Source: an optimization exercise on an open RTL-to-GDS flow (aim: small area). Production flows keep margins and buffers that such runs may drop.
Function was checked by simulation only, so behaviour that the tests miss may differ from the original.
Power figures rest on the tool's default switching activity, not on a simulated workload.

--- flow/config.mk ---
export PLATFORM = sky130hd
export DESIGN_NAME = register_file
export DESIGN_NICKNAME = register_file
export VERILOG_FILES = /design/flow/design.v
export SDC_FILE = /design/flow/constraint.sdc
export NUM_CORES = 4
export LEC_CHECK = 0
export CAP_MARGIN = 20
export CORE_MARGIN = 2
export CORE_UTILIZATION = 40
export SLEW_MARGIN = 20
export SYNTH_HIERARCHICAL = 1
--- flow/constraint.sdc ---
create_clock -name core_clock -period 8.0 [get_ports {clock}]
set_input_delay 1.6000 -clock core_clock [delete_from_list [all_inputs] [get_ports {clock}]]
set_output_delay 1.6000 -clock core_clock [all_outputs]
set_load 0.01 [all_outputs]
--- flow/design.v ---
module register_file #(
   parameter int XLEN   = 32,
   parameter int PEND_W = 2
) (
   input  logic            clock,
   input  logic            reset,
   input  logic            wb_enable,
   input  logic [4:0]      rs_d,
   input  logic [XLEN-1:0] reg_d,
   input  logic [4:0]      addr_rs1,
   input  logic [4:0]      addr_rs2,
   output logic [XLEN-1:0] data_rs1,
   output logic [XLEN-1:0] data_rs2,
   input  logic            issue_valid,
   input  logic            issue_wb,
   input  logic [4:0]      issue_rd,
   input  logic            flush,
   output logic            rs1_busy,
   output logic            rs2_busy,
   output logic            rd_full
);
   logic [XLEN-1:0]   regs_n [1:31];   
   logic [PEND_W-1:0] cnt  [1:31];
   logic              byp1, byp2, c1_rsd, nz1, nz2, full_any;
   logic [XLEN-1:0]   wdata_n;
   logic [31:1]       wsel, isel, sel1_n, sel2_n, nz_n, gt1, full;
   logic [31:1]       col_n [XLEN];   
   assign wdata_n = reset ? '1 : ~reg_d;
   logic [XLEN-1:0] byp_n;
   rf_inv #(XLEN) u_bypd (.a(reg_d), .y(byp_n));
   assign byp1 = !reset && wb_enable && (rs_d != 5'd0) && (rs_d == addr_rs1);
   assign byp2 = !reset && wb_enable && (rs_d != 5'd0) && (rs_d == addr_rs2);
   rf_dec u_decw (.a(rs_d),     .en(wb_enable),          .y(wsel));
   rf_dec u_deci (.a(issue_rd), .en(!reset && issue_wb), .y(isel));
   rf_decn u_dec1 (.a(addr_rs1), .en(!reset && !byp1), .y_n(sel1_n));
   rf_decn u_dec2 (.a(addr_rs2), .en(!reset && !byp2), .y_n(sel2_n));
   for (genvar r = 1; r < 32; r++) begin : g_reg
      assign gt1[r]  = cnt[r][1];
      assign nz_n[r] = !(cnt[r][1] || cnt[r][0]);
      assign full[r] = cnt[r][1] && !cnt[r][0];
      always_ff @(posedge clock)
         if (reset || wsel[r])
            regs_n[r] <= wdata_n;
      logic up, dn;
      assign up = issue_valid && isel[r] && !full[r];
      assign dn = wsel[r] && !nz_n[r];
      always_ff @(posedge clock)
         if (reset || flush)
            cnt[r] <= '0;
         else if (up != dn)
            cnt[r] <= {cnt[r][0] ^ dn, cnt[r][1] ^ up};
      for (genvar j = 0; j < XLEN; j++) begin : g_col
         assign col_n[j][r] = regs_n[r][j];
      end
   end
   for (genvar j = 0; j < XLEN; j++) begin : g_rd
      rf_osel32 u_rs1 (.d_n({col_n[j], byp_n[j]}), .s_n({sel1_n, !byp1}), .y(data_rs1[j]));
      rf_osel32 u_rs2 (.d_n({col_n[j], byp_n[j]}), .s_n({sel2_n, !byp2}), .y(data_rs2[j]));
   end
   rf_osel31 u_nz1 (.d_n(nz_n), .s_n(sel1_n), .y(nz1));
   rf_osel31 u_nz2 (.d_n(nz_n), .s_n(sel2_n), .y(nz2));
   rf_sel31 u_gt1  (.d(gt1),  .s(wsel), .y(c1_rsd));
   rf_sel31 u_full (.d(full), .s(isel), .y(full_any));
   assign rs1_busy = nz1 || (byp1 && c1_rsd);
   assign rs2_busy = nz2 || (byp2 && c1_rsd);
   assign rd_full  = full_any;
endmodule
module rf_inv #(
   parameter int W = 32
) (
   input  logic [W-1:0] a,
   output logic [W-1:0] y
);
   assign y = ~a;
endmodule
module rf_osel32 (
   input  logic [31:0] d_n,
   input  logic [31:0] s_n,
   output logic        y
);
   logic [15:0] p;
   for (genvar k = 0; k < 16; k++) begin : g_oa
      rf_oai22 u (.a_n(d_n[2*k+1:2*k]), .s_n(s_n[2*k+1:2*k]), .y(p[k]));
   end
   assign y = |p;
endmodule
module rf_osel31 (
   input  logic [31:1] d_n,
   input  logic [31:1] s_n,
   output logic        y
);
   logic [15:0] p;
   for (genvar k = 0; k < 15; k++) begin : g_oa
      rf_oai22 u (.a_n(d_n[2*k+2:2*k+1]), .s_n(s_n[2*k+2:2*k+1]), .y(p[k]));
   end
   assign p[15] = !(d_n[31] || s_n[31]);
   assign y = |p;
endmodule
module rf_oai22 (
   input  logic [1:0] a_n,
   input  logic [1:0] s_n,
   output logic       y
);
   assign y = !((a_n[0] || s_n[0]) && (a_n[1] || s_n[1]));
endmodule
module rf_sel32 (
   input  logic [31:0] d,
   input  logic [31:0] s,
   output logic        y
);
   logic [10:0] g;
   for (genvar k = 0; k < 10; k++) begin : g_ao
      rf_aoi222 u (.a(d[3*k+2:3*k]), .s(s[3*k+2:3*k]), .y(g[k]));
   end
   rf_aoi22 u_last (.a(d[31:30]), .s(s[31:30]), .y(g[10]));
   assign y = !(&g);
endmodule
module rf_sel31 (
   input  logic [31:1] d,
   input  logic [31:1] s,
   output logic        y
);
   logic [10:0] g;
   for (genvar k = 0; k < 10; k++) begin : g_ao
      rf_aoi222 u (.a(d[3*k+3:3*k+1]), .s(s[3*k+3:3*k+1]), .y(g[k]));
   end
   assign g[10] = !(d[31] && s[31]);
   assign y = !(&g);
endmodule
module rf_aoi222 (
   input  logic [2:0] a,
   input  logic [2:0] s,
   output logic       y
);
   assign y = !((a[0] && s[0]) || (a[1] && s[1]) || (a[2] && s[2]));
endmodule
module rf_aoi22 (
   input  logic [1:0] a,
   input  logic [1:0] s,
   output logic       y
);
   assign y = !((a[0] && s[0]) || (a[1] && s[1]));
endmodule
module rf_dec (
   input  logic [4:0]  a,
   input  logic        en,
   output logic [31:1] y
);
   logic [3:0] hi_n;
   logic [7:0] lo_n;
   rf_predec u_pre (.a(a), .en(en), .hi_n(hi_n), .lo_n(lo_n));
   rf_decfin u_fin (.hi_n(hi_n), .lo_n(lo_n), .y(y));
endmodule
module rf_decn (
   input  logic [4:0]  a,
   input  logic        en,
   output logic [31:1] y_n
);
   logic [3:0] hi;
   logic [7:0] lo;
   for (genvar k = 0; k < 4; k++) begin : g_hi
      assign hi[k] = en && a[4:3] == 2'(k);
   end
   for (genvar m = 0; m < 8; m++) begin : g_lo
      assign lo[m] = a[2:0] == 3'(m);
   end
   rf_decfin_n u_fin (.hi(hi), .lo(lo), .y_n(y_n));
endmodule
module rf_decfin_n (
   input  logic [3:0]  hi,
   input  logic [7:0]  lo,
   output logic [31:1] y_n
);
   for (genvar i = 1; i < 32; i++) begin : g_y
      assign y_n[i] = !(hi[i / 8] && lo[i % 8]);
   end
endmodule
module rf_predec (
   input  logic [4:0] a,
   input  logic       en,
   output logic [3:0] hi_n,
   output logic [7:0] lo_n
);
   for (genvar k = 0; k < 4; k++) begin : g_hi
      assign hi_n[k] = !(en && a[4:3] == 2'(k));
   end
   for (genvar m = 0; m < 8; m++) begin : g_lo
      assign lo_n[m] = !(a[2:0] == 3'(m));
   end
endmodule
module rf_decfin (
   input  logic [3:0]  hi_n,
   input  logic [7:0]  lo_n,
   output logic [31:1] y
);
   for (genvar i = 1; i < 32; i++) begin : g_y
      assign y[i] = !(hi_n[i / 8] || lo_n[i % 8]);
   end
endmodule
--- flow/flow/run.sh ---
#!/bin/bash
set -euo pipefail
export BUFFER_PORTS_ARGS="-buffer_cell sky130_fd_sc_hd__buf_1"
export CTS_ARGS="-sink_clustering_enable -repair_clock_nets -buf_list sky130_fd_sc_hd__clkbuf_16 -sink_clustering_size 28 -sink_clustering_max_diameter 90 -dont_use_dummy_load"
bash standard.sh > standard_flow.log 2>&1
--- flow/standard.sh ---
#!/bin/bash
# synth_recipe.tcl (not shown) runs the flow's synth.tcl, then flattens the netlist and writes it again
# the make line also repeats each setting of config.mk as NAME=value (left out here)
make -C /OpenROAD-flow-scripts/flow DESIGN_CONFIG=/design/flow/config.mk WORK_HOME=/design/flow/orfs CLKGATE_MAP_FILE= SYNTH_SCRIPT=/design/flow/synth_recipe.tcl "${@:-finish}"
==> flow_summary_export.csv, run 1 <==
group,metric,value,unit
outcome,status,"timing/DRC/antenna clean",
route,dr.first_iter.drc_count,5918,
timing,hold_viol,0,
global_route,antenna_found_initial,7,
cells_and_area,drive_above_1_share,10.08,%
synthesis,synthFlopType,"edfxtp_1",
route,drt-pass1-iter-count,6,
timing,fmax,134.6,MHz
synthesis,ys_seq_elements,1054,
cells_and_area,layout_common_cells,"o22ai_1, edfxtp_1, nor4_1, buf_4, nor2_1",
cells_and_area,synthToLayoutAreaGrowth,10.42,%
global_route,grt_pass1_wl,240200,um
pwr,p_sw,2.438,mW
cts,cts_tree,"built",
synthesis,yosysWarningCount,10,
job,drv_cap,0,
timing,tns,0,ns
global_route,grt_pass1_vias,33110,
timing,rsz0062_at_grt,"false",
hold_path,whs_path_depth,2,
placed_design,dp_slack,0.8584,ns
route,viasPerCell,7.256,
floorplanning,die_x,334.7,um
floorplanning,dieArea,0.1120,sq mm
critical_path,critPathLaunchType,"input pin",
route,via_count,34920,
critical_path,slowest_stage,"nor4_1",
cts,cts_resized,0,
floorplanning,rows,121,
route,detail-route-antenna-nets,0,
pwr,p_leak,15.57,nW
cts,postCtsHoldBufs,0,
cts,clock_path_buffers,3,
synthesis,synth_area,0.04375,sq mm
pwr,clock_power_share,26.3,%
timing,fin_worst_skew,0.02348,ns
cells_and_area,fin_area,0.04830,sq mm
critical_path,critPathMaxStageDelay,0.75,ns
pwr,p_seq_share,66.5,%
cts,post_cts_buffers,0,
cts,numCtsBuffers,45,
critical_path,cp_common_cell,"buf_1",
synthesis,synth_largest_area_cell,"edfxtp_1",
placed_design,portBuffers,124,
cells_and_area,layout.cells.most_common,"o22ai_1",
pwr,ir_drop,0.1842,mV
timing,tightest_slew,1.180,ns
synthesis,synth_top_area_share,68.09,%
pwr,p_sw_share,24.02,%
critical_path,worstPathRequired,6.40,ns
timing,slew_headroom,21.34,%
global_route,groute.usage.overall,29.82,%
global_route,overflow,0,
placed_design,gp_congestion,0.9052,
route,drc,0,
synthesis,async_flop_share,0,%
pwr,power_density,210.1,mW/mm^2
critical_path,reg2reg_depth,3,
route,wire_per_inst,35.73,um
pwr,p_comb_share,7.2,%
floorplanning,io-pin-count,125,
synthesis,yosysSeqAreaShare,70.93,%
timing,setup_viol_count_final,0,
critical_path,cp_max_fo,21,
critical_path,path_class,"in -> out",
timing,min_period,7.431,ns
cts,clock_latency,0.63,ns
placed_design,placed_area,0.04712,sq mm
floorplanning,die_y,334.7,um
synthesis,synth_edf_count,992,
placed_design,dp_hpwl,106700,um
synthesis,postSynthAreaPerCell,14.06,sq um
cells_and_area,post-route-util,44.44,%
synthesis,yosys.cell_types.count,47,
timing,setup_ws,0.5690,ns
critical_path,critical_path_arrival,5.83,ns
pwr,internal_power,7.712,mW
route,wl,171900,um
cts,cts_root_buf,"clkbuf_16",
floorplanning,coreArea,0.1087,sq mm
critical_path,cp-end-kind,"primary output",
floorplanning,start_util,40.24,%
cts,cts.sink_count,1054,
synthesis,syn_inst,3112,
synthesis,synth_top_cells_by_area,"edfxtp_1, o22ai_1, nor4_1",
timing,report.final.slew_viol_count,0,
critical_path,cp_cell_sequence,"buf_1 > xor2_1 > nor4_2 > a31oi_1 > and3_1 > nand2_2 > buf_4 > o22ai_1 > nor4_1 > nand4_1 > buf_1",
cells_and_area,layout.nets,3454,
hold_path,hp-class,"reg -> reg",
global_route,grt_max_degree,82,
cts,clkTransAtPathRegs,0.11,ns
timing,post-route-period-util,92.89,%
cts,cts_max_level,2,
## Yosys stat by module (local to each module, per instance), a selection
module         cells inside  flip-flops and latches
register_file          1484                    1054
rf_aoi222                 1                       0
rf_decfin                34                       0
rf_decfin_n              34                       0
rf_decn                  12                       0
rf_oai22                  1                       0
rf_osel31                 5                       0
rf_osel32                 5                       0
rf_predec                12                       0
rf_sel31                  4                       0
## logic make-up (layout without fill, tap and decap cells)
logic type | count (synthesis) | after routing | synth area share, %
AOI/OAI and AO/OA | 1240 | 1240 | 18.53
DFF | 1054 | 1054 | 70.93
and+or+nand+nor | 720 | 720 | 9.358
buffers and inverters | 88 | 370 | 0.9753
xor gates and xnor gates | 10 | 10 | 0.2002
other | 0 | 4 | 0
## worst paths after layout
check / from / endpoint / slack, ns
worst max-delay path: rs_d[2] / data_rs1[13] / 0.57
worst min-delay path: cnt[8][0] / cnt[8][0] / 0.52
worst max register to register: cnt[16][0] / cnt[16][1] / 6.97
worst min register to register: cnt[8][0] / cnt[8][0] / 0.52
## flip-flops by register name, summed over array words and instances, names as in the netlist
name / count
cnt: 62
regs_n: 992
## stage by stage
stage	std cells	hold WS (ns)	total power, mW
2_1_floorplan	3112	0.4819	7.158
3_3_place_gp	4762	0.5095	7.556
3_5_place_dp	4762	0.5119	7.581
4_1_cts	4807	0.5264	10.13
5_1_grt	4808	0.5575	10.40
6_report	4812	0.5231	10.15
## Yosys cell counts, types with 30 or more instances
master / number
edfxtp_1: 992
nor2_1: 125
dfxtp_1: 62
nand2b_1: 44
a31oi_1: 32
inv_1: 53
nand2_1: 89
nand4_1: 69
o22ai_1: 1054
nor2b_1: 32
or2_2: 30
nor4_1: 256
## worst max-delay path, delay by kind of cell
| family | cells | cell delay, ns |
|---|---|---|
| AOI/OAI and AO/OA | 2 | 0.44 |
| xor gates and xnor gates | 1 | 0.16 |
| buffers and inverters | 3 | 1.15 |
| and+or+nand+nor | 5 | 2.44 |
## power groups by stage
stage	logic (mW)	registers, mW	clock network (mW)
5_1_grt	0.753	6.80	2.84
3_3_place_gp	0.708	6.85	0
6_report	0.733	6.75	2.67
4_1_cts	0.714	6.74	2.67
2_1_floorplan	0.356	6.80	0
3_5_place_dp	0.713	6.87	0
## cell type report
cell class | count | area [sq um]
Antenna cell | 4 | 10.01
Inverter | 53 | 198.9
Sequential cell | 1054 | 31030
Multi-Input combinational cell | 1970 | 12490
Timing Repair Buffer | 272 | 1683
Tap cell | 1414 | 1769
Fill cell | 9681 | 60400
Clock buffer | 45 | 1126
## metal layers
metal	vias to the layer above	wire [um]	track usage [%]
li1	14170	-	-
met1	17330	61350	37.79
met2	2789	79330	48.02
met3	625	21260	6.899
met4	8	9924	15.12
met5	-	48	0
==> inputs of run 2 (changes only) <==
==> flow/flow/run.sh (replaced) <==
#!/bin/bash
set -euo pipefail
export BUFFER_PORTS_ARGS="-buffer_cell sky130_fd_sc_hd__buf_1"
export CTS_ARGS="-sink_clustering_enable -repair_clock_nets -buf_list sky130_fd_sc_hd__clkbuf_16 -sink_clustering_size 24 -sink_clustering_max_diameter 80 -dont_use_dummy_load"
bash standard.sh > standard_flow.log 2>&1
==> flow_summary_export.csv, run 2 <==
group,metric,value,unit
floorplanning,die_x,334.7,um
cells_and_area,layout.cells.most_common,"o22ai_1",
placed_design,gp_congestion,0.9052,
floorplanning,coreArea,0.1087,sq mm
cts,clock_path_buffers,3,
cells_and_area,post-route-util,44.61,%
floorplanning,start_util,40.24,%
cts,clock_latency,0.64,ns
route,dr.first_iter.drc_count,6078,
global_route,groute.usage.overall,29.81,%
route,viasPerCell,7.283,
route,drt-pass1-iter-count,7,
global_route,grt_max_degree,82,
cts,cts_tree,"built",
placed_design,placed_cells,4762,
critical_path,cp_max_fo,20,
synthesis,yosysSeqAreaShare,70.93,%
route,wire_per_inst,35.67,um
route,detail-route-antenna-nets,0,
cts,cts.sink_count,1054,
timing,min_period,7.276,ns
synthesis,async_flop_share,0,%
pwr,ir_drop,0.1780,mV
cells_and_area,synthToLayoutAreaGrowth,10.85,%
timing,setup_viol_count_final,0,
cts,cts_root_buf,"clkbuf_16",
timing,rsz0062_at_grt,"false",
cells_and_area,layout_common_cells,"o22ai_1, edfxtp_1, nor4_1, buf_4, nor2_1",
timing,report.final.slew_viol_count,0,
job,drv_cap,0,
cts,cts_max_level,2,
critical_path,critPathLaunchType,"input pin",
timing,hold_viol,0,
floorplanning,rows,121,
cells_and_area,largestRegisters,"regs_n x992, cnt x62",
global_route,overflow,0,
timing,tightest_slew,1.187,ns
timing,post-route-period-util,90.95,%
synthesis,syn_inst,3112,
cells_and_area,regMostFlops,"regs_n",
placed_design,dp_hpwl,106700,um
timing,fin_worst_skew,0.02143,ns
synthesis,synth_edf_count,992,
synthesis,yosys.cell_types.count,47,
outcome,status,"timing/DRC/antenna clean",
synthesis,postSynthAreaPerCell,14.06,sq um
synthesis,ys_seq_elements,1054,
cells_and_area,layout.nets,3461,
cells_and_area,largest_reg_flops,992,
placed_design,dp_slack,0.8584,ns
cts,postCtsHoldBufs,0,
cells_and_area,fill_cells,9656,
synthesis,synthFlopType,"edfxtp_1",
global_route,grt_pass1_wl,240100,um
route,wl,172000,um
global_route,antenna_found_initial,9,
cts,cts_resized,0,
hold_path,hp-class,"reg -> reg",
cts,clkTransAtPathRegs,0.07,ns
cts,post_cts_buffers,0,
critical_path,critical_path_arrival,5.68,ns
synthesis,synth_top_cells_by_area,"edfxtp_1, o22ai_1, nor4_1",
timing,slew_headroom,20.85,%
timing,setup_ws,0.7241,ns
placed_design,placed_area,0.04712,sq mm
cells_and_area,drive_above_1_share,10.29,%
cells_and_area,fin_area,0.04849,sq mm
timing,tns,0,ns
critical_path,worstPathRequired,6.40,ns
placed_design,portBuffers,124,
floorplanning,die_y,334.7,um
synthesis,synth_largest_area_cell,"edfxtp_1",
cells_and_area,final_cell_count_no_fill,4821,
pwr,power_density,213.1,mW/mm^2
route,drc,0,
synthesis,yosysWarningCount,10,
synthesis,ys_top_cells_by_count,"o22ai_1, edfxtp_1, nor4_1, nor2_1, nand2_1",
floorplanning,io-pin-count,125,
pwr,p_leak,15.66,nW
critical_path,path_class,"in -> out",
synthesis,synth_most_common_cell,"o22ai_1",
critical_path,cp-end-kind,"primary output",
route,via_count,35110,
synthesis,synth_top_area_share,68.09,%
floorplanning,dieArea,0.1120,sq mm
timing,fmax,137.4,MHz
global_route,grt_pass1_vias,33230,
cts,numCtsBuffers,52,
synthesis,synth_area,0.04375,sq mm
-- run 2: layer usage --
layer  GRT usage (%)  share of wire, %
met1           37.63                36
met2           48.02                46
met3           7.136                12
met4           15.08               5.7
met5               0             0.030
-- run 2: cell families after synthesis --
logic type / after synthesis / share of synthesized area [%]
simple gates: 720 / 9.358
buf+inv: 88 / 0.9753
xor+xnor: 10 / 0.2002
compound gates: 1240 / 18.53
flops: 1054 / 70.93
-- run 2: metrics by stage --
stage | total power, mW | hold WS (ns)
after floorplan | 7.158 | 0.4819
after detailed placement | 7.581 | 0.5119
after global routing | 10.58 | 0.5509
after global placement | 7.556 | 0.5095
final | 10.33 | 0.5210
after CTS | 10.32 | 0.5203
-- run 2: path summary, 6_finish.rpt --
kind | start | to | slack, ns | depth (start not counted)
worst max-delay path | rs_d[2] | data_rs1[13] | 0.72 | 11
worst min-delay path | cnt[8][0] | cnt[8][0] | 0.52 | 2
worst max register to register | cnt[16][0] | cnt[16][1] | 6.99 | 3
worst min register to register | cnt[8][0] | cnt[8][0] | 0.52 | 2
-- run 2: per-module statistics from Yosys (local to each module, per instance), excerpt --
module | cells inside | times used
rf_osel32 | 5 | 64
rf_decn | 12 | 2
register_file | 1484 | 1
rf_sel31 | 4 | 2
rf_osel31 | 5 | 2
rf_decfin | 34 | 2
rf_aoi222 | 1 | 20
-- run 2: where the power goes --
| part | internal [mW] | switching, mW |
|---|---|---|
| registers | 6.53 | 0.220 |
| logic | 0.172 | 0.560 |
| clock network | 1.16 | 1.69 |
-- run 2: worst max-delay path, stage by stage --
cell,delay [ns]
buf_1,0.42
xor2_1,0.16
nor4_2,0.46
a31oi_1,0.27
and3b_1,0.39
nand2_2,0.62
buf_4,0.43
o22ai_1,0.15
nor4_1,0.54
nand4_1,0.33
buf_1,0.22
-- run 2: layout make-up --
| class | instances | area (sq um) | area share [%] |
|---|---|---|---|
| sequential | 1054 | 31030 | 63.99 |
| tap | 1414 | 1769 | 3.649 |
| timing repair buffer | 272 | 1683 | 3.471 |
| inverter | 53 | 198.9 | 0.4103 |
| antenna | 6 | 15.01 | 0.03096 |
| clock buffer | 52 | 1301 | 2.684 |
| multi-input combinational | 1970 | 12490 | 25.76 |
==> inputs of run 3 (changes only) <==
--- a/flow/design.v
+++ b/flow/design.v
@@ -24,30 +24,22 @@
    logic              byp1, byp2, c1_rsd, nz1, nz2, full_any;
    logic [XLEN-1:0]   wdata_n;
-   logic [31:1]       wsel, isel, sel1_n, sel2_n, nz_n, gt1, full;
+   logic [31:1]       we, isel, sel1_n, sel2_n, nz_n, gt1, full;
    logic [31:1]       col_n [XLEN];   
    assign wdata_n = reset ? '1 : ~reg_d;
-   logic [XLEN-1:0] byp_n;
-   rf_inv #(XLEN) u_bypd (.a(reg_d), .y(byp_n));
    assign byp1 = !reset && wb_enable && (rs_d != 5'd0) && (rs_d == addr_rs1);
    assign byp2 = !reset && wb_enable && (rs_d != 5'd0) && (rs_d == addr_rs2);
-   rf_dec u_decw (.a(rs_d),     .en(wb_enable),          .y(wsel));
-   rf_dec u_deci (.a(issue_rd), .en(!reset && issue_wb), .y(isel));
+   rf_dec u_decw (.a(rs_d),     .en(wb_enable),          .f(reset), .y(we));
+   rf_dec u_deci (.a(issue_rd), .en(!reset && issue_wb), .f(1'b0),  .y(isel));
    rf_decn u_dec1 (.a(addr_rs1), .en(!reset && !byp1), .y_n(sel1_n));
    rf_decn u_dec2 (.a(addr_rs2), .en(!reset && !byp2), .y_n(sel2_n));
    for (genvar r = 1; r < 32; r++) begin : g_reg
-      assign gt1[r]  = cnt[r][1];
-      assign nz_n[r] = !(cnt[r][1] || cnt[r][0]);
-      assign full[r] = cnt[r][1] && !cnt[r][0];
       always_ff @(posedge clock)
-         if (reset || wsel[r])
+         if (we[r])
             regs_n[r] <= wdata_n;
-      logic up, dn;
-      assign up = issue_valid && isel[r] && !full[r];
-      assign dn = wsel[r] && !nz_n[r];
+      logic [1:0] cnt_d;
+      rf_cnt u_cnt (.c(cnt[r]), .iv(issue_valid), .is(isel[r]), .w(we[r]), .clr(reset || flush),
+                    .d(cnt_d), .nz_n(nz_n[r]), .full(full[r]), .gt1(gt1[r]));
       always_ff @(posedge clock)
-         if (reset || flush)
-            cnt[r] <= '0;
-         else if (up != dn)
-            cnt[r] <= {cnt[r][0] ^ dn, cnt[r][1] ^ up};
+         cnt[r] <= cnt_d;
       for (genvar j = 0; j < XLEN; j++) begin : g_col
          assign col_n[j][r] = regs_n[r][j];
@@ -55,10 +47,10 @@
    end
    for (genvar j = 0; j < XLEN; j++) begin : g_rd
-      rf_osel32 u_rs1 (.d_n({col_n[j], byp_n[j]}), .s_n({sel1_n, !byp1}), .y(data_rs1[j]));
-      rf_osel32 u_rs2 (.d_n({col_n[j], byp_n[j]}), .s_n({sel2_n, !byp2}), .y(data_rs2[j]));
+      rf_osel32 u_rs1 (.d_n({col_n[j], wdata_n[j]}), .s_n({sel1_n, !byp1}), .y(data_rs1[j]));
+      rf_osel32 u_rs2 (.d_n({col_n[j], wdata_n[j]}), .s_n({sel2_n, !byp2}), .y(data_rs2[j]));
    end
    rf_osel31 u_nz1 (.d_n(nz_n), .s_n(sel1_n), .y(nz1));
    rf_osel31 u_nz2 (.d_n(nz_n), .s_n(sel2_n), .y(nz2));
-   rf_sel31 u_gt1  (.d(gt1),  .s(wsel), .y(c1_rsd));
+   rf_sel31 u_gt1  (.d(gt1),  .s(we),   .y(c1_rsd));
    rf_sel31 u_full (.d(full), .s(isel), .y(full_any));
    assign rs1_busy = nz1 || (byp1 && c1_rsd);
@@ -66,12 +58,4 @@
    assign rd_full  = full_any;
 endmodule
-module rf_inv #(
-   parameter int W = 32
-) (
-   input  logic [W-1:0] a,
-   output logic [W-1:0] y
-);
-   assign y = ~a;
-endmodule
 module rf_osel32 (
    input  logic [31:0] d_n,
@@ -145,9 +129,10 @@
    input  logic [4:0]  a,
    input  logic        en,
+   input  logic        f,
    output logic [31:1] y
 );
    logic [3:0] hi_n;
    logic [7:0] lo_n;
-   rf_predec u_pre (.a(a), .en(en), .hi_n(hi_n), .lo_n(lo_n));
+   rf_predec u_pre (.a(a), .en(en), .f(f), .hi_n(hi_n), .lo_n(lo_n));
    rf_decfin u_fin (.hi_n(hi_n), .lo_n(lo_n), .y(y));
 endmodule
@@ -179,12 +164,13 @@
    input  logic [4:0] a,
    input  logic       en,
+   input  logic       f,
    output logic [3:0] hi_n,
    output logic [7:0] lo_n
 );
    for (genvar k = 0; k < 4; k++) begin : g_hi
-      assign hi_n[k] = !(en && a[4:3] == 2'(k));
+      assign hi_n[k] = !(f || (en && a[4:3] == 2'(k)));
    end
    for (genvar m = 0; m < 8; m++) begin : g_lo
-      assign lo_n[m] = !(a[2:0] == 3'(m));
+      assign lo_n[m] = !(f || a[2:0] == 3'(m));
    end
 endmodule
@@ -198,2 +184,41 @@
    end
 endmodule
+module rf_cnt (
+   input  logic [1:0] c,
+   input  logic       iv,
+   input  logic       is,
+   input  logic       w,
+   input  logic       clr,
+   output logic [1:0] d,
+   output logic       nz_n,
+   output logic       full,
+   output logic       gt1
+);
+   logic u;
+   assign u    = iv && is;
+   assign nz_n = (c == 2'b01);
+   assign full = (c == 2'b00);
+   assign gt1  = !c[0];
+   always_comb begin
+      case ({c, u, w})
+         4'b01_00: d = 2'b01;
+         4'b01_01: d = 2'b01;
+         4'b01_10: d = 2'b11;
+         4'b01_11: d = 2'b11;
+         4'b11_00: d = 2'b11;
+         4'b11_01: d = 2'b01;
+         4'b11_10: d = 2'b10;
+         4'b11_11: d = 2'b11;
+         4'b10_00: d = 2'b10;
+         4'b10_01: d = 2'b11;
+         4'b10_10: d = 2'b00;
+         4'b10_11: d = 2'b10;
+         4'b00_00: d = 2'b00;
+         4'b00_01: d = 2'b10;
+         4'b00_10: d = 2'b00;
+         default:  d = 2'b10;
+      endcase
+      if (clr)
+         d = 2'b01;
+   end
+endmodule
==> flow_summary_export.csv, run 3 <==
group,metric,value,unit
pwr,p_seq_share,64.1,%
pwr,p_sw_share,24.99,%
pwr,ir_drop,0.1689,mV
timing,fmax,139.0,MHz
global_route,groute.usage.overall,30.31,%
synthesis,synth_top_area_share,68.85,%
floorplanning,die_x,332.9,um
cells_and_area,post-route-util,45.51,%
synthesis,synth_largest_area_cell,"edfxtp_1",
synthesis,ys_seq_elements,1054,
floorplanning,coreArea,0.1072,sq mm
critical_path,worstPathRequired,6.40,ns
synthesis,postSynthAreaPerCell,13.96,sq um
route,dr.first_iter.drc_count,5901,
floorplanning,io-pin-count,125,
synthesis,yosys.cell_types.count,38,
timing,slew_headroom,23.50,%
floorplanning,start_util,40.36,%
cts,cts.sink_count,1054,
cts,cts_tree,"built",
timing,min_period,7.194,ns
pwr,power_density,218.9,mW/mm^2
placed_design,dp_hpwl,108700,um
critical_path,cp_max_fo,24,
hold_path,hold_path_end,"cnt[7][1]",
synthesis,synth_edf_count,992,
pwr,clock_power_share,27.3,%
cts,cts_resized,0,
global_route,antenna_found_initial,12,
timing,tns,0,ns
critical_path,reg2reg_depth,3,
critical_path,reg2reg_from,"cnt[2][1]",
hold_path,min_from,"cnt[7][0]",
route,wl,173900,um
cells_and_area,drive_above_1_share,11.33,%
synthesis,synthFlopType,"edfxtp_1",
pwr,p_comb_share,8.6,%
synthesis,syn_inst,3099,
timing,rsz0062_at_grt,"false",
outcome,status,"timing/DRC/antenna clean",
route,viasPerCell,7.222,
critical_path,cp-end-kind,"primary output",
cells_and_area,layout_common_cells,"o22ai_1, edfxtp_1, nor4_1, buf_4, buf_1",
global_route,grt_pass1_wl,240600,um
timing,report.final.slew_viol_count,0,
pwr,internal_power,8.010,mW
cells_and_area,largest_reg_flops,992,
timing,tightest_slew,1.145,ns
placed_design,portBuffers,124,
global_route,overflow,0,
synthesis,synth_most_common_cell,"o22ai_1",
route,detail-route-antenna-nets,0,
route,drt-pass1-iter-count,8,
cts,clkTransAtPathRegs,0.10,ns
cells_and_area,largestRegisters,"regs_n x992, cnt x62",
synthesis,ys_top_cells_by_count,"o22ai_1, edfxtp_1, nor4_1, nand2_1, nor2_1",
synthesis,synth_top_cells_by_area,"edfxtp_1, o22ai_1, nor4_1",
synthesis,synth_area,0.04327,sq mm
pwr,p_sw,2.669,mW
route,via_count,35240,
floorplanning,rows,120,
route,wire_per_inst,35.64,um
job,drv_cap,0,
critical_path,r2r_end,"cnt[2][1]",
global_route,grt_max_degree,63,
critical_path,critical_path_arrival,5.59,ns
cells_and_area,layout.cells.most_common,"o22ai_1",
cts,clock_path_buffers,3,
pwr,p_leak,16.65,nW
placed_design,gp_congestion,0.9172,
synthesis,yosysWarningCount,14,
critical_path,r2r_slack,7.15,ns
critical_path,critPathLaunchType,"input pin",
cts,cts_max_level,2,
cells_and_area,regMostFlops,"regs_n",
synthesis,async_flop_share,0,%
critical_path,path_class,"in -> out",
timing,fin_worst_skew,0.04213,ns
hold_path,hp-class,"reg -> reg",
cts,numCtsBuffers,54,
timing,hold_viol,0,
cells_and_area,synthToLayoutAreaGrowth,12.77,%
timing,setup_viol_count_final,0,
route,drc,0,
floorplanning,die_y,332.9,um
cts,cts_root_buf,"clkbuf_16",
cts,clock_latency,0.67,ns
floorplanning,dieArea,0.1108,sq mm
cells_and_area,layout.nets,3530,
hold_path,whs_path_depth,2,
timing,post-route-period-util,89.93,%
synthesis,yosysSeqAreaShare,71.72,%
global_route,grt_pass1_vias,33310,
cts,post_cts_buffers,0,
cts,postCtsHoldBufs,0,
run 3: how the worst max path moves through the flow:
stage                      startpoint            to  cells after the start  slack (ns)
after floorplan               rs_d[3]      rs1_busy                     11        2.03
after global placement    addr_rs2[2]      rs2_busy                     12        1.15
after detailed placement      rs_d[0]   data_rs1[1]                     11        1.04
after CTS                     rs_d[0]   data_rs1[1]                     11        1.01
after global routing          rs_d[0]  data_rs1[14]                     11        0.80
final                     addr_rs2[2]      rs2_busy                     12        0.81
run 3: stage by stage:
step	power [mW]	instances	setup slack [ns]	hold WS [ns]	cell area, sq um
after floorplan	7.322	3101	2.027	0.5203	43270
after global placement	7.833	4819	1.152	0.5354	47400
after detailed placement	7.857	4819	1.036	0.5436	47410
after CTS	10.66	4873	1.012	0.5096	48760
after global routing	10.94	4874	0.8028	0.5520	48780
final	10.68	4879	0.8060	0.4998	48790
run 3: cell families (layout without fill, tap and decap cells):
family          Yosys count  count (layout)  synth area share (%)
compound gates         1232            1232                 17.97
flops                  1054            1054                 71.72
simple gates            743             743                 9.477
buf+inv                  60             429                0.6478
xor+xnor                  9               9                0.1822
other cells               1               9              0.008667
run 3: per-module statistics from Yosys, one instance, submodules excluded, excerpt:
module,cell area [sq um],flops+latches,times used,cells inside
rf_predec,98.84,0,2,18
rf_osel32,31.28,0,64,5
rf_oai22,6.256,0,1054,1
rf_aoi222,10.01,0,20,1
rf_decfin_n,131.4,0,2,34
rf_cnt,60.06,0,31,12
run 3: cell type report:
type                       count  area [sq um]
fill                        9564         58410
sequential                  1054         31030
multi-input combinational   1987         12410
timing repair buffer         333          2074
tap                         1403          1755
clock buffer                  54          1351
inverter                      42         157.7
antenna                        6         15.01
run 3: critical path, stage by stage:
cell	delay (ns)
buf_1	0.37
xor2_1	0.13
nor3_1	0.44
a31oi_1	0.23
and3b_1	0.38
nand2_2	0.88
o22ai_1	0.28
nor4_2	0.24
o2111ai_1	0.15
or4_1	0.42
a41o_1	0.29
buf_1	0.16
run 3: power by group through the flow:
stage	Combinational [mW]	Sequential (mW)	Clock, mW
final	0.919	6.84	2.92
after detailed placement	0.899	6.96	0
after CTS	0.899	6.83	2.93
after global routing	0.947	6.90	3.09
after global placement	0.892	6.94	0
after floorplan	0.429	6.89	0
run 3: layer usage:
metal	up-vias	GRT usage, %	wire length (um)
li1	14270	-	-
met1	17260	39.07	62360
met2	3020	46.37	76480
met3	677	8.798	24060
met4	14	15.97	10900
met5	-	0	91
==> inputs of run 4 (changes only) <==
==> flow/flow/run.sh (replaced) <==
#!/bin/bash
set -euo pipefail
export BUFFER_PORTS_ARGS="-buffer_cell sky130_fd_sc_hd__buf_1"
export CTS_ARGS="-sink_clustering_enable -repair_clock_nets -buf_list sky130_fd_sc_hd__clkbuf_16 -sink_clustering_size 28 -sink_clustering_max_diameter 90 -dont_use_dummy_load"
bash standard.sh > standard_flow.log 2>&1
==> flow_summary_export.csv, run 4 <==
group,metric,value,unit
synthesis,synth_edf_count,992,
synthesis,yosysSeqAreaShare,71.72,%
critical_path,critical_path_arrival,5.59,ns
cells_and_area,layout.cells.most_common,"o22ai_1",
cts,cts_max_level,2,
hold_path,hp-class,"reg -> reg",
timing,hold_viol,0,
timing,fin_worst_skew,0.04285,ns
critical_path,worstPathRequired,6.40,ns
critical_path,crit_buf_inv,2,
cells_and_area,largestRegisters,"regs_n x992, cnt x62",
cells_and_area,synthToLayoutAreaGrowth,12.24,%
critical_path,cp_cell_sequence,"buf_1 > xor2_1 > nor3_1 > a31oi_1 > and3b_1 > nand2_2 > o22ai_1 > nor4_2 > o2111ai_1 > or4_1 > a41o_1 > buf_1",
critical_path,cp_max_fo,24,
route,dr.first_iter.drc_count,5888,
timing,tightest_slew,1.172,ns
synthesis,synth_top_area_share,68.85,%
placed_design,gp_congestion,0.9172,
cells_and_area,final-seq-area,0.03103,sq mm
pwr,p_total,10.44,mW
cts,clock_path_buffers,3,
timing,slew_headroom,21.51,%
synthesis,synth_largest_area_cell,"edfxtp_1",
floorplanning,io-pin-count,125,
cts,numCtsBuffers,45,
cts,postCtsHoldBufs,0,
synthesis,synth_area,0.04327,sq mm
critical_path,critPathTopFamily,"simple AND/OR/NAND/NOR gates",
timing,report.final.slew_viol_count,0,
timing,setup_viol_count_final,0,
cells_and_area,fill_cells,9581,
floorplanning,die_x,332.9,um
route,drc,0,
cells_and_area,layout_common_cells,"o22ai_1, edfxtp_1, nor4_1, buf_4, buf_1",
synthesis,syn_inst,3099,
route,wl,173600,um
floorplanning,die_y,332.9,um
route,detail-route-antenna-nets,0,
outcome,status,"timing/DRC/antenna clean",
critical_path,critPathLaunchType,"input pin",
global_route,grt_pass1_vias,33050,
cts,post_cts_buffers,0,
timing,tns,0,ns
critical_path,slowest_stage,"nand2_2",
synthesis,yosys.cell_types.count,38,
route,drt-pass1-iter-count,8,
pwr,power_density,214.9,mW/mm^2
floorplanning,coreArea,0.1072,sq mm
cts,cts_root_buf,"clkbuf_16",
cells_and_area,layout.nets,3521,
timing,post-route-period-util,89.82,%
floorplanning,start_util,40.36,%
global_route,grt_pass1_wl,239700,um
synthesis,ys_top_cells_by_count,"o22ai_1, edfxtp_1, nor4_1, nand2_1, nor2_1",
cells_and_area,largest_reg_flops,992,
pwr,ir_drop,0.1990,mV
cts,cts.sink_count,1054,
cts,cts_resized,0,
pwr,p_leak,16.54,nW
global_route,antenna_found_initial,8,
cells_and_area,regMostFlops,"regs_n",
floorplanning,dieArea,0.1108,sq mm
cts,clkTransAtPathRegs,0.10,ns
critical_path,cp_common_cell,"buf_1",
route,viasPerCell,7.248,
synthesis,ys_seq_elements,1054,
synthesis,yosysWarningCount,14,
timing,fmax,139.2,MHz
placed_design,portBuffers,124,
global_route,grt_max_degree,63,
job,drv_cap,0,
synthesis,synth_most_common_cell,"o22ai_1",
synthesis,async_flop_share,0,%
placed_design,placed_cells,4819,
global_route,groute.usage.overall,30.19,%
cts,cts_tree,"built",
cells_and_area,multi_input_comb_area,0.01240,sq mm
cts,clock_latency,0.64,ns
critical_path,cp-end-kind,"primary output",
synthesis,synthFlopType,"edfxtp_1",
global_route,overflow,0,
critical_path,critPathMaxStageDelay,0.86,ns
timing,rsz0062_at_grt,"false",
route,wire_per_inst,35.65,um
synthesis,postSynthAreaPerCell,13.96,sq um
cells_and_area,drive_above_1_share,11.10,%
route,via_count,35310,
placed_design,dp_hpwl,108700,um
critical_path,path_class,"in -> out",
floorplanning,rows,120,
synthesis,synth_top_cells_by_area,"edfxtp_1, o22ai_1, nor4_1",
timing,min_period,7.186,ns
cells_and_area,final_cell_count_no_fill,4871,
[run 4: layout make-up]
type | count | share of cell area [%]
inverter | 42 | 0.3246
sequential | 1054 | 63.90
antenna | 7 | 0.03607
timing repair buffer | 333 | 4.272
tap | 1403 | 3.615
clock buffer | 45 | 2.319
multi-input combinational | 1987 | 25.53
[run 4: Yosys stat by module, one instance, submodules excluded, a selection]
module,copies in the design,flip-flops and latches
rf_decfin_n,2,0
rf_predec,2,0
rf_cnt,31,0
rf_decn,2,0
rf_osel31,2,0
rf_aoi222,20,0
register_file,1,1054
rf_oai22,1054,0
rf_osel32,64,0
rf_decfin,2,0
rf_sel31,2,0
[run 4: final timing paths]
kind | cells past startpoint | slack (ns) | from | endpoint
setup reg to reg | 3 | 7.12 | cnt[12][1] | cnt[12][0]
hold / removal | 2 | 0.50 | cnt[7][0] | cnt[7][1]
hold reg to reg | 2 | 0.50 | cnt[7][0] | cnt[7][1]
setup / recovery | 12 | 0.81 | rs_d[0] | rs2_busy
[run 4: cells by family (layout without fill, tap and decap cells)]
group	count (synthesis)	after routing	share of synthesized area (%)
AO/OA/AOI/OAI	1232	1232	17.97
flip-flops	1054	1054	71.72
AND/OR/NAND/NOR	743	743	9.477
buffers and inverters	60	420	0.6478
XOR/XNOR	9	9	0.1822
other	1	10	0.008667
[run 4: tightest hold or removal path: cells and delay by family, from the launching register on]
kind               cells  cell delay (ns)
and+or+nand+nor        1             0.09
DFF                    1             0.34
AOI/OAI and AO/OA      1             0.07
[run 4: per-stage QoR]
step | util (%) | cell area [sq um] | hold WS, ns | worst slack, ns
floorplan | - | 43270 | 0.5203 | 2.027
global placement | 44.21 | 47400 | 0.5354 | 1.152
detailed placement | 44.23 | 47410 | 0.5436 | 1.036
CTS | 45.28 | 48540 | 0.5111 | 1.012
global route | 45.29 | 48550 | 0.5524 | 0.8030
finish | 45.30 | 48560 | 0.4998 | 0.8140
[run 4: routing by layer]
layer	vias up	share of wire (%)	track usage [%]
li1	14220	-	-
met1	17350	36	39.24
met2	3081	44	46.18
met3	651	14	8.209
met4	8	6.2	15.99
met5	-	0.033	0
[run 4: power by group]
| group | switching, mW | internal [mW] |
|---|---|---|
| clock network | 1.66 | 1.01 |
| registers | 0.252 | 6.59 |
| logic | 0.698 | 0.220 |

-- what the ideal ports hide --
Ports are ideal in the flow. The routed layouts listed here were re-timed in OpenROAD.
Step 1, drivers: a clkbuf_16 drives clock and a buf_2 each remaining input, both assumed.
Step 2 adds t to the input delays and takes it off the output delays; t is the mean of the earliest and latest rising clock arrival at the registers after step 1. Input paths then give back, and output paths get back, about the clock's delay inside the block.
Three values: ideal ports, drivers, drivers and shift; two values: the first two.
| run | t (ns) | setup slack, ns | hold slack, ns | worst register clock-pin slew, ns |
|---|---|---|---|---|
| run 1 | 0.706 | 0.569 / 0.505 / 0.505 | 0.523 / 0.523 / 0.523 | 0.12 / 0.12 |
| run 2 | 0.722 | 0.724 / 0.656 / 0.656 | 0.521 / 0.521 / 0.521 | 0.10 / 0.10 |
| run 3 | 0.732 | 0.806 / 0.702 / 0.702 | 0.500 / 0.500 / 0.500 | 0.10 / 0.10 |
| run 4 | 0.707 | 0.814 / 0.702 / 0.702 | 0.500 / 0.500 / 0.500 | 0.11 / 0.11 |
After both steps setup and hold are still met in every run listed. The setup slack of run 4, which loses most, moves by -0.112 ns with the drivers and by -0.112 ns with both steps.
